Context: an optimization exercise on an open-source flow, tuned for a short achievable clock period and few clock cycles per item. The choices shown serve that exercise and are no tape-out recipe.
RTL that was checked went through simulation tests only; none was proved equivalent to the original.
The flow treats the clock pin as an ideal source. Dropping or thinning the clock tree relies on that and would not hold on a real chip.
Power and IR drop assume default switching activity.

==> inputs of run a <==
==> flow/design.v <==
`default_nettype none
package wb_pkg;
	localparam int ADDR_W = 32;
	localparam int DATA_W = 64;
	localparam int OFFSET_W = 3;
	localparam int ID_W = 4;
	localparam int LINE_W = ADDR_W + DATA_W;
	typedef logic [ADDR_W-1:0] addr_t;
	typedef logic [DATA_W-1:0] data_t;
	typedef logic [ID_W-1:0] axi_id_t;
	typedef enum logic {
		WBQ_IDLE,	 
		WBQ_READY	 
	} wbq_state_t;
endpackage
`default_nettype wire
`default_nettype none
module wb_subsys (
	input  logic            clk,
	input  logic            rst_n,
	input  logic            evict_i,
	input  wb_pkg::addr_t   evict_addr_i,
	input  wb_pkg::data_t   evict_data_i,
	output logic            evict_afull_o,
	output wb_pkg::axi_id_t awid_o,
	output wb_pkg::addr_t   awaddr_o,
	output logic            awvalid_o,
	input  logic            awready_i,
	output wb_pkg::axi_id_t wid_o,
	output wb_pkg::data_t   wdata_o,
	output logic            wvalid_o,
	input  logic            wready_i
);
	localparam int AW = wb_pkg::ADDR_W - wb_pkg::OFFSET_W;	 
	localparam int LW = AW + wb_pkg::DATA_W;
	localparam int NS = 3;	 
	logic [LW-1:0] slot_q [NS];
	logic [NS-1:0] rptr_q;	 
	logic [NS-1:0] wptr_q;	 
	logic [NS-1:0] wen_q;	 
	logic [NS:0]   cnt_q;	 
	logic          ov_q;	 
	logic          afull_q;	 
	logic [LW-1:0] o_q;	 
	logic [LW-1:0] in_line;
	logic [LW-1:0] head0;	 
	logic [LW-1:0] head1;	 
	logic [LW-1:0] next_if_hs;
	logic [LW-1:0] next_if_stall;
	logic          hs;
	logic          pop;
	logic          push;
	logic [NS:0]   cnt_d;
	logic [NS-1:0] rptr_d;
	logic [NS-1:0] wptr_d;
	assign in_line = {evict_addr_i[wb_pkg::ADDR_W-1:wb_pkg::OFFSET_W], evict_data_i};
	always_comb begin
		head0 = '0;
		head1 = '0;
		for (int k = 0; k < NS; k++) begin
			head0 = head0 | ({LW{rptr_q[k]}} & slot_q[k]);
			head1 = head1 | ({LW{rptr_q[k]}} & slot_q[(k + 1) % NS]);
		end
	end
	assign hs   = awready_i && wready_i;	 
	assign pop  = hs && ov_q;
	assign push = evict_i && !cnt_q[NS];
	assign next_if_hs    = (cnt_q[2] || cnt_q[3]) ? head1 : in_line;
	assign next_if_stall = ov_q ? head0 : in_line;
	always_comb begin
		case ({push, pop})
			2'b10:   cnt_d = {cnt_q[NS-1:0], 1'b0};
			2'b01:   cnt_d = {1'b0, cnt_q[NS:1]};
			default: cnt_d = cnt_q;
		endcase
	end
	assign rptr_d = pop  ? {rptr_q[NS-2:0], rptr_q[NS-1]} : rptr_q;
	assign wptr_d = push ? {wptr_q[NS-2:0], wptr_q[NS-1]} : wptr_q;
	always_ff @(posedge clk) begin
		if (!rst_n) begin
			rptr_q  <= NS'(1);
			wptr_q  <= NS'(1);
			wen_q   <= NS'(1);
			cnt_q   <= (NS+1)'(1);
			ov_q    <= 1'b0;
			afull_q <= 1'b0;
		end else begin
			rptr_q  <= rptr_d;
			wptr_q  <= wptr_d;
			wen_q   <= cnt_d[NS] ? '0 : wptr_d;
			cnt_q   <= cnt_d;
			ov_q    <= !cnt_d[0];
			afull_q <= cnt_d[2] || cnt_d[3];
		end
	end
	always_ff @(posedge clk) begin
		for (int k = 0; k < NS; k++) begin
			if (wen_q[k]) slot_q[k] <= in_line;
		end
	end
	always_ff @(posedge clk) begin
		o_q <= hs ? next_if_hs : next_if_stall;
	end
	assign evict_afull_o = afull_q;
	assign awvalid_o     = ov_q;
	assign wvalid_o      = ov_q;
	assign awid_o        = wb_pkg::axi_id_t'(o_q[wb_pkg::DATA_W +: 2]);
	assign wid_o         = wb_pkg::axi_id_t'(o_q[wb_pkg::DATA_W +: 2]);
	assign awaddr_o      = {o_q[wb_pkg::DATA_W +: AW], {wb_pkg::OFFSET_W{1'b0}}};
	assign wdata_o       = o_q[wb_pkg::DATA_W-1:0];
endmodule
`default_nettype wire
==> flow/flow/run.sh <==
#!/bin/bash
# The standard layout, except that the clock tree built by CTS loses its middle stage and its
# root buffer is split in four, all fed by the clock port (see post_cts.tcl).
set -euo pipefail
here=$(pwd)
export FLOW_NROOT=4
export FLOW_INV="sky130_fd_sc_hd__clkinv_16 sky130_fd_sc_hd__clkinv_16"
bash standard.sh SKIP_CTS_REPAIR_TIMING=1 POST_CTS_TCL="$here/flow/post_cts.tcl" finish > "$here/orfs_make.log" 2>&1 || {
  tail -40 "$here/orfs_make.log"
  exit 1
}
ls -l out/final.def
==> flow/flow/flatten_ctree.tcl <==
# Take the buffers between the clock tree's root buffer and its leaf buffers out, so the
# root buffer drives the leaf buffers directly: one stage less of insertion delay.
proc flatten_clock_tree {} {
  set block [ord::get_db_block]
  set port_net [[$block findBTerm clk] getNet]
  set roots {}
  foreach it [$port_net getITerms] { lappend roots [$it getInst] }
  set removed 0
  foreach root $roots {
    set rnet [[$root findITerm X] getNet]
    set mids {}
    foreach it [$rnet getITerms] {
      if {[$it isInputSignal] || [$it getIoType] eq "INPUT"} {
        set inst [$it getInst]
        if {[string match "sky130_fd_sc_hd__clkbuf*" [[$inst getMaster] getName]]} { lappend mids $inst }
      }
    }
    foreach mid $mids {
      set mnet [[$mid findITerm X] getNet]
      set loads {}
      foreach it [$mnet getITerms] {
        if {[$it getInst] ne $mid} { lappend loads $it }
      }
      # CTS's dummy loads (cells whose outputs drive nothing) only balance the tree: drop them
      set kept {}
      foreach it $loads {
        set inst [$it getInst]
        set drives 0
        foreach o [$inst getITerms] {
          if {[$o isOutputSignal] && [$o getNet] ne "NULL"} { set drives 1 }
        }
        if {$drives} {
          lappend kept $it
        } else {
          foreach o [$inst getITerms] { if {[$o getNet] ne "NULL"} { $o disconnect } }
          odb::dbInst_destroy $inst
          puts "flatten_clock_tree: removed dummy load"
        }
      }
      set loads $kept
      # only a buffer that drives other clock buffers is a middle stage
      set all_bufs 1
      foreach it $loads {
        if {![string match "sky130_fd_sc_hd__clkbuf*" [[[$it getInst] getMaster] getName]]} { set all_bufs 0 }
      }
      if {!$all_bufs} continue
      foreach it $loads { $it disconnect; $it connect $rnet }
      [$mid findITerm X] disconnect
      [$mid findITerm A] disconnect
      odb::dbInst_destroy $mid
      odb::dbNet_destroy $mnet
      incr removed
    }
  }
  puts "flatten_clock_tree: removed $removed middle clock buffers"
}
==> flow/flow/inv_tree.tcl <==
# Replace the clock tree's root and leaf buffers with inverters: every clock path then has
# two single-stage inverters in place of two two-stage buffers, and the same polarity.
proc invert_clock_tree {rootm leafm} {
  set block [ord::get_db_block]
  set db [ord::get_db]
  set port_net [[$block findBTerm clk] getNet]
  set roots {}
  set leaves {}
  foreach it [$port_net getITerms] {
    set r [$it getInst]
    lappend roots $r
    foreach it2 [[[$r findITerm X] getNet] getITerms] {
      set l [$it2 getInst]
      if {$l ne $r} { lappend leaves $l }
    }
  }
  foreach inst [concat $roots $leaves] {
    set m [expr {[lsearch -exact $roots $inst] >= 0 ? $rootm : $leafm}]
    set a [[$inst findITerm A] getNet]
    set x [[$inst findITerm X] getNet]
    set name [$inst getName]
    set loc [$inst getLocation]
    odb::dbInst_destroy $inst
    set n [odb::dbInst_create $block [$db findMaster $m] $name]
    [$n findITerm A] connect $a
    [$n findITerm Y] connect $x
    $n setLocation [lindex $loc 0] [lindex $loc 1]
    $n setPlacementStatus PLACED
  }
  puts "invert_clock_tree: [llength $roots] roots, [llength $leaves] leaves"
}
==> flow/flow/post_cts.tcl <==
# Runs at the end of ORFS's CTS step (POST_CTS_TCL), with CTS's own timing repair skipped:
# make the clock tree one stage shallower, then repair timing as the CTS step would.
set here [file dirname [file normalize [info script]]]
source $here/flatten_ctree.tcl
source $here/split_root.tcl
source $here/inv_tree.tcl

flatten_clock_tree
split_clock_root $::env(FLOW_NROOT)
if {$::env(FLOW_INV) ne ""} { invert_clock_tree {*}$::env(FLOW_INV) }
detailed_placement
estimate_parasitics -placement
report_clock_latency
repair_timing_helper
detailed_placement
check_placement -verbose
estimate_parasitics -placement
report_clock_latency
report_worst_slack
==> flow/flow/split_root.tcl <==
# Split the clock root buffer into NROOT buffers, each driving the leaf buffers nearest to it,
# all driven by the clock port, so that each root buffer drives a lighter, shorter net.
proc split_clock_root {nroot} {
  set block [ord::get_db_block]
  set port_net [[$block findBTerm clk] getNet]
  set its [$port_net getITerms]
  if {[llength $its] != 1} { puts "split_clock_root: port drives [llength $its] pins, skipped"; return }
  set root [[lindex $its 0] getInst]
  set master [$root getMaster]
  set rnet [[$root findITerm X] getNet]
  set leaves {}
  foreach it [$rnet getITerms] {
    if {[$it getInst] ne $root} { lappend leaves $it }
  }
  # order the leaves by angle around their centre and cut the order into nroot runs
  set sx 0; set sy 0
  foreach it $leaves { set b [[$it getInst] getBBox]; set sx [expr {$sx + (([$b xMin]+[$b xMax])/2)}]; set sy [expr {$sy + (([$b yMin]+[$b yMax])/2)}] }
  set n [llength $leaves]
  set cx [expr {double($sx) / $n}]; set cy [expr {double($sy) / $n}]
  set keyed {}
  foreach it $leaves {
    set b [[$it getInst] getBBox]
    lappend keyed [list [expr {atan2((([$b yMin]+[$b yMax])/2) - $cy, (([$b xMin]+[$b xMax])/2) - $cx)}] $it]
  }
  set keyed [lsort -real -index 0 $keyed]
  for {set g 0} {$g < $nroot} {incr g} {
    set lo [expr {$g * $n / $nroot}]; set hi [expr {($g + 1) * $n / $nroot}]
    if {$hi <= $lo} continue
    set grp {}
    for {set i $lo} {$i < $hi} {incr i} { lappend grp [lindex [lindex $keyed $i] 1] }
    if {$g == 0} {
      set buf $root; set net $rnet
    } else {
      set buf [odb::dbInst_create $block $master "clkbuf_root_${g}_clk"]
      set net [odb::dbNet_create $block "clknet_root_${g}_clk"]
      $net setSigType CLOCK
      [$buf findITerm A] connect $port_net
      [$buf findITerm X] connect $net
      foreach it $grp { $it disconnect; $it connect $net }
    }
    set gx 0; set gy 0
    foreach it $grp { set b [[$it getInst] getBBox]; set gx [expr {$gx + (([$b xMin]+[$b xMax])/2)}]; set gy [expr {$gy + (([$b yMin]+[$b yMax])/2)}] }
    set gx [expr {int($gx / [llength $grp])}]; set gy [expr {int($gy / [llength $grp])}]
    $buf setLocation $gx $gy
    $buf setPlacementStatus PLACED
  }
  puts "split_clock_root: $n leaf buffers under $nroot root buffers"
}
==> flow/standard.sh <==
#!/bin/bash
# synth_recipe.tcl (not shown) runs the flow's synth.tcl, then flattens the netlist and writes it again
# the make line also repeats each setting of config.mk as NAME=value (left out here)
make -C /OpenROAD-flow-scripts/flow DESIGN_CONFIG=/design/flow/config.mk WORK_HOME=/design/flow/orfs CLKGATE_MAP_FILE= SYNTH_SCRIPT=/design/flow/synth_recipe.tcl "${@:-finish}"
==> flow/config.mk <==
export PLATFORM = sky130hd
export DESIGN_NAME = wb_subsys
export DESIGN_NICKNAME = wb_subsys
export VERILOG_FILES = /design/flow/design.v
export SDC_FILE = /design/flow/constraint.sdc
export NUM_CORES = 4
export LEC_CHECK = 0
export CAP_MARGIN = 20
export CORE_MARGIN = 2
export CORE_UTILIZATION = 40
export CTS_CLUSTER_DIAMETER = 80
export CTS_CLUSTER_SIZE = 30
export SETUP_SLACK_MARGIN = 3.6
export SLEW_MARGIN = 20
==> flow/constraint.sdc <==
create_clock -name core_clock -period 5.5 [get_ports {clk}]
set_input_delay 1.1000 -clock core_clock [delete_from_list [all_inputs] [get_ports {clk}]]
set_output_delay 1.1000 -clock core_clock [all_outputs]
set_load 0.01 [all_outputs]
==> inputs of run b, as changes to run a <==
==> flow/design.v, changed modules only <==
module wb_subsys (
	input  logic            clk,
	input  logic            rst_n,
	input  logic            evict_i,
	input  wb_pkg::addr_t   evict_addr_i,
	input  wb_pkg::data_t   evict_data_i,
	output logic            evict_afull_o,
	output wb_pkg::axi_id_t awid_o,
	output wb_pkg::addr_t   awaddr_o,
	output logic            awvalid_o,
	input  logic            awready_i,
	output wb_pkg::axi_id_t wid_o,
	output wb_pkg::data_t   wdata_o,
	output logic            wvalid_o,
	input  logic            wready_i
);
	localparam int AW = wb_pkg::ADDR_W - wb_pkg::OFFSET_W;	 
	localparam int LW = AW + wb_pkg::DATA_W;
	logic [LW-1:0] slot0_q;
	logic [LW-1:0] slot1_q;
	logic          wptr_q;	 
	logic          rptr_q;	 
	logic          c0_q;	 
	logic          c1_q;	 
	logic          c2_q;	 
	logic [1:0]    wen_q;	 
	logic          afull_q;
	logic          ov_q;
	logic [LW-1:0] o_q;
	logic          rst_q;	 
	logic [LW-1:0] in_line;
	logic [LW-1:0] head;
	logic [LW-1:0] src;
	logic          load;
	logic          c0_l, c1_l, c2_l, c0_h, c1_h, c2_h;	 
	logic          c0_ls, c1_ls, c2_ls, c0_hs, c1_hs, c2_hs;	 
	logic          c0_d, c1_d, c2_d;
	logic          wptr_d;
	logic          rptr_d;
	logic          ov_d;
	assign in_line = {evict_addr_i[wb_pkg::ADDR_W-1:wb_pkg::OFFSET_W], evict_data_i};
	assign head    = rptr_q ? slot1_q : slot0_q;
	assign load = !ov_q || (awready_i && wready_i);
	assign src  = c0_q ? in_line : head;
	assign c0_l  = c0_q || c1_q;
	assign c1_l  = c2_q;
	assign c2_l  = 1'b0;
	assign c0_ls = c0_q;
	assign c1_ls = c1_q || c2_q;
	assign c2_ls = 1'b0;
	assign c0_h  = c0_q;
	assign c1_h  = c1_q;
	assign c2_h  = c2_q;
	assign c0_hs = 1'b0;
	assign c1_hs = c0_q;
	assign c2_hs = c1_q || c2_q;
	always_comb begin
		case ({load, evict_i})
			2'b11:   {c0_d, c1_d, c2_d} = {c0_ls, c1_ls, c2_ls};
			2'b10:   {c0_d, c1_d, c2_d} = {c0_l, c1_l, c2_l};
			2'b01:   {c0_d, c1_d, c2_d} = {c0_hs, c1_hs, c2_hs};
			default: {c0_d, c1_d, c2_d} = {c0_h, c1_h, c2_h};
		endcase
	end
	assign wptr_d = wptr_q ^ (evict_i && !c2_q && !(load && c0_q));
	assign rptr_d = rptr_q ^ (load && !c0_q);
	assign ov_d   = load ? (!c0_q || evict_i) : 1'b1;
	always_ff @(posedge clk) begin
		if (!rst_n) begin
			wptr_q  <= 1'b0;
			rptr_q  <= 1'b0;
			c0_q    <= 1'b1;
			c1_q    <= 1'b0;
			c2_q    <= 1'b0;
			wen_q   <= 2'b01;
			afull_q <= 1'b0;
			ov_q    <= 1'b0;
		end else begin
			wptr_q  <= wptr_d;
			rptr_q  <= rptr_d;
			c0_q    <= c0_d;
			c1_q    <= c1_d;
			c2_q    <= c2_d;
			wen_q   <= c2_d ? 2'b00 : (wptr_d ? 2'b10 : 2'b01);
			afull_q <= !c0_d;
			ov_q    <= ov_d;
		end
	end
	always_ff @(posedge clk) begin
		if (wen_q[0]) slot0_q <= in_line;
		if (wen_q[1]) slot1_q <= in_line;
	end
	always_ff @(posedge clk) begin
		rst_q <= rst_n;
	end
	always_ff @(posedge clk) begin
		if (!rst_q) o_q <= '0;
		else if (load) o_q <= src;
	end
	assign evict_afull_o = afull_q;
	assign awvalid_o     = ov_q;
	assign wvalid_o      = ov_q;
	assign awid_o        = wb_pkg::axi_id_t'(o_q[wb_pkg::DATA_W +: 2]);
	assign wid_o         = wb_pkg::axi_id_t'(o_q[wb_pkg::DATA_W +: 2]);
	assign awaddr_o      = {o_q[wb_pkg::DATA_W +: AW], {wb_pkg::OFFSET_W{1'b0}}};
	assign wdata_o       = o_q[wb_pkg::DATA_W-1:0];
endmodule
--- a/flow/flow/run.sh
+++ b/flow/flow/run.sh
@@ -5,5 +5,4 @@
 here=$(pwd)
 export FLOW_NROOT=4
-export FLOW_INV="sky130_fd_sc_hd__clkinv_16 sky130_fd_sc_hd__clkinv_16"
 bash standard.sh SKIP_CTS_REPAIR_TIMING=1 POST_CTS_TCL="$here/flow/post_cts.tcl" finish > "$here/orfs_make.log" 2>&1 || {
   tail -40 "$here/orfs_make.log"
--- a/flow/flow/post_cts.tcl
+++ b/flow/flow/post_cts.tcl
@@ -4,9 +4,7 @@
 source $here/flatten_ctree.tcl
 source $here/split_root.tcl
-source $here/inv_tree.tcl
 
 flatten_clock_tree
 split_clock_root $::env(FLOW_NROOT)
-if {$::env(FLOW_INV) ne ""} { invert_clock_tree {*}$::env(FLOW_INV) }
 detailed_placement
 estimate_parasitics -placement
- SETUP_SLACK_MARGIN: 3.6 -> 4.2
removed: flow/flow/inv_tree.tcl
==> comparison table <==
| metric | run b | run a |
|---|---|---|
| #MultiIn Comb | 418 | 794 |
| Clock-pin slew reported for the worst setup and hold paths after clock tree synthesis | 0.12 ns | 0.07 ns |
| Actual transition at the worst max-transition pin | 0.700 ns | 0.811 ns |
| Worst Setup Slack post-DPL | 2.07 ns | 2.14 ns |
| Post-detailed-route wirelength per cell | 21.7 um | 23.7 um |
| Hold Worst Slack | 0.488 ns | 0.510 ns |
| Sequential area share after synthesis | 70.3% | 63.9% |
| Layout area overhead | 38.0% | 20.3% |
| Footprint of the multi-input gates | 0.00295 mm^2 | 0.00521 mm^2 |
| Die area | 0.0285 mm^2 | 0.0429 mm^2 |
| Sequential portion of the cell area | 51.9% | 53.4% |
| Drt total wl | 29500 um | 47600 um |
| Total number of vias | 7084 | 12048 |
| Status | finished clean | finished clean |
| Min Tclk post-route | 1.96 ns | 2.03 ns |
| Die Ht | 169 um | 207 um |
| Multi-input gate share of total cell area | 19.6% | 26.2% |
| Leakage | 5.93 nW | 6.98 nW |
| Number of cells in the finished layout apart from fillers | 1363 | 2010 |
| FF-to-FF path depth | 6 | 4 |
| Number of cells produced by synthesis | 757 | 1313 |
| Buffers & Inverters on Critical Path | 1 | 4 |
| Num rows | 60 | 74 |
| Peak supply drop | 0.000204 V | 0.000243 V |
| Worst Path Required | 4.40 ns | 5.67 ns |
Testbench counts of run b, summed over its fixed seeds: cycles 16,016, items 16,000.
Function not checked in run a: the RTL went through the layout flow alone.

[re-timing with driven ports]
The results above use ideal ports. As a check the final layouts listed here were re-extracted and re-timed, cells and wires unchanged.
Step 1, drivers: a clkbuf_16 drives clk and a buf_2 each remaining input, both assumed.
Step 2 also shifts input and output timing later by t, the mid clock arrival at the registers, as if the neighbouring blocks saw the same clock.
Three values: no drivers, after step 1, after step 2; two values: the first two.
run | t (ns) | setup slack, ns | cell pins on the clock port's net
run a | 0.484 | 3.466 / 3.375 / 3.178 | 4
run b | 0.405 | 3.538 / 3.439 / 3.207 | 4
After both steps every run listed still meets setup and hold. The setup slack of run b, which loses most, moves by -0.099 ns with the drivers and by -0.331 ns with both steps.
